Background: an optimization exercise with open tools, aiming at small area and few clock cycles. Do not read the settings as production practice.
RTL that was checked went through simulation tests only; none was proved equivalent to the original.

Design weight_update_engine, start of the top module:
module weight_update_engine #(
  parameter int unsigned DATA_W = 16,
  parameter int unsigned FRAC_W = 8,
  parameter int unsigned LANES  = 4,
  parameter int unsigned DEPTH  = 64
) (
  input  logic                    i_clk,
  input  logic                    i_rst,
  input  logic                    i_start,
  input  logic                    i_mode,
  input  logic [DATA_W-1:0]       i_lr,
  input  logic                    i_in_valid,
  output logic                    o_in_ready,
  input  logic [LANES*DATA_W-1:0] i_w_old,
  input  logic [LANES*DATA_W-1:0] i_delta,
  output logic                    o_out_valid,
  input  logic                    i_out_ready,
  output logic [LANES*DATA_W-1:0] o_w_new,
  output logic                    o_busy,
  output logic                    o_done
);
For scale: roughly 2500 cells after synthesis, roughly 86 flip-flops, roughly 220 I/O pins, ~25000 sq um of cells after synthesis.
==> flow/config.mk <==
export PLATFORM = sky130hd
export DESIGN_NAME = weight_update_engine
export DESIGN_NICKNAME = weight_update_engine
export VERILOG_FILES = /design/flow/design.v
export SDC_FILE = /design/flow/constraint.sdc
export NUM_CORES = 4
export LEC_CHECK = 0
export CAP_MARGIN = 20
export CORE_MARGIN = 2
export CORE_UTILIZATION = 55
export SLEW_MARGIN = 20
export SYNTH_HIERARCHICAL = 1
==> flow/constraint.sdc <==
create_clock -name core_clock -period 8.5 [get_ports {i_clk}]
set_input_delay 1.7000 -clock core_clock [delete_from_list [all_inputs] [get_ports {i_clk}]]
set_output_delay 1.7000 -clock core_clock [all_outputs]
set_load 0.01 [all_outputs]
standard.sh (not shown) runs the stock make flow with config.mk's settings and CLKGATE_MAP_FILE= SYNTH_SCRIPT=/design/flow/synth_recipe.tcl, a recipe that flattens the netlist after the stock synthesis.
==> flow/flow/run.sh <==
#!/bin/bash
# Standard layout, with the port buffers made from plain buffers instead of delay cells.
set -euo pipefail
bash standard.sh "BUFFER_PORTS_ARGS=-buffer_cell sky130_fd_sc_hd__buf_2" finish > standard.log 2>&1
The starting point finished with timing, DRC and antenna clean.
Testbench counts at the start, summed over its fixed seeds: cycles 5,760.
Edit:
==> flow/flow/run.sh (replaced) <==
#!/bin/bash
# Standard layout, with the port buffers made from plain buffers instead of delay cells, and
# gates off the critical paths downsized after global routing.
set -euo pipefail
bash standard.sh "BUFFER_PORTS_ARGS=-buffer_cell sky130_fd_sc_hd__buf_2" RECOVER_POWER=100 finish > standard.log 2>&1
- CORE_UTILIZATION: 55 -> 40
After rerunning: This time the run produced a layout that fails on capacitance limit, slew limit. Worst setup slack gains 100 ps. Global-route usage goes down by 8.3 points. Maximum frequency goes up by 1.3%. Die area goes up by 37%. Wire length goes up by 5.3%. Via count goes down by 0.47%.

========
Setup of the baseline:
weight_update_engine, a different RTL version from the one above (not shown whole).
For scale: ~86 flip-flops, roughly 29000 sq um of cells after synthesis.
Settings: LEC_CHECK=0, CAP_MARGIN=20, CORE_MARGIN=2, CORE_UTILIZATION=40, SLEW_MARGIN=20, SYNTH_HIERARCHICAL=1; clock period 8.5 ns.
==> flow/flow/run.sh <==
#!/bin/bash
# Standard layout, with the port buffers made from plain buffers instead of delay cells.
set -euo pipefail
bash standard.sh "BUFFER_PORTS_ARGS=-buffer_cell sky130_fd_sc_hd__buf_1" finish > standard.log 2>&1
Here is what was changed in the inputs of the candidate compared with the baseline.
==> flow/flow/run.sh <==
#!/bin/bash
# Standard layout, with the port buffers made from plain buffers instead of delay cells.
set -euo pipefail
bash standard.sh "BUFFER_PORTS_ARGS=-buffer_cell sky130_fd_sc_hd__buf_2" finish > standard.log 2>&1
Results
Looking at synthesis-to-finish area growth, the candidate sits below the baseline. Cmp the candidate and the baseline / count of clock-buffer cells in the layout / lower: the baseline. Compared with the baseline, per-cell via count in the routed design in the candidate increased slightly. Row critical path depth: the candidate higher / the baseline lower. The candidate vs. the baseline: actual slew at the worst max-slew pin now sits at about the same level; met1 global-route usage now sits higher. Area fraction of clock buffers and clock inverters of the candidate is on par with the baseline. Compared with the baseline, the candidate shows a final critical delay including setup and external delays that is 0.058 ns lower.
No functional check of the RTL was part of any run of this note.

-- separate check: timing with driven ports --
The flow's constraints put no driver on any port. The routed layouts listed below were extracted and timed again, unchanged, in two steps. Step 1 sets driving cells, clkbuf_16 on the clock port and buf_2 on the other inputs (assumed; they add their load-dependent delay and slew). Step 2 adds t to the input delays and takes it off the output delays; t is the mean of the earliest and latest rising clock arrival at the registers after step 1. Input paths then give back, and output paths get back, about the clock's delay inside the block. Three values: ideal ports, drivers, drivers and shift; two values: the first two.
run | t, ns | setup slack, ns | worst setup path at the end | slew at the worst register clock pin (ns)
the first run of note 1 | 0.461 | 0.351 / 0.351 / 0.351 | register to register | 0.09 / 0.09
the second run of note 1 | 0.460 | 0.452 / 0.452 / 0.452 | register to register | 0.08 / 0.08
the baseline | 0.460 | 1.097 / 1.136 / 0.676 | input to register | 0.09 / 0.09
the candidate | 0.454 | 1.155 / 1.155 / 0.811 | input to register | 0.08 / 0.08
For the baseline, which loses most, drivers alone change the setup slack by +0.039 ns; drivers and shift together by -0.421 ns.
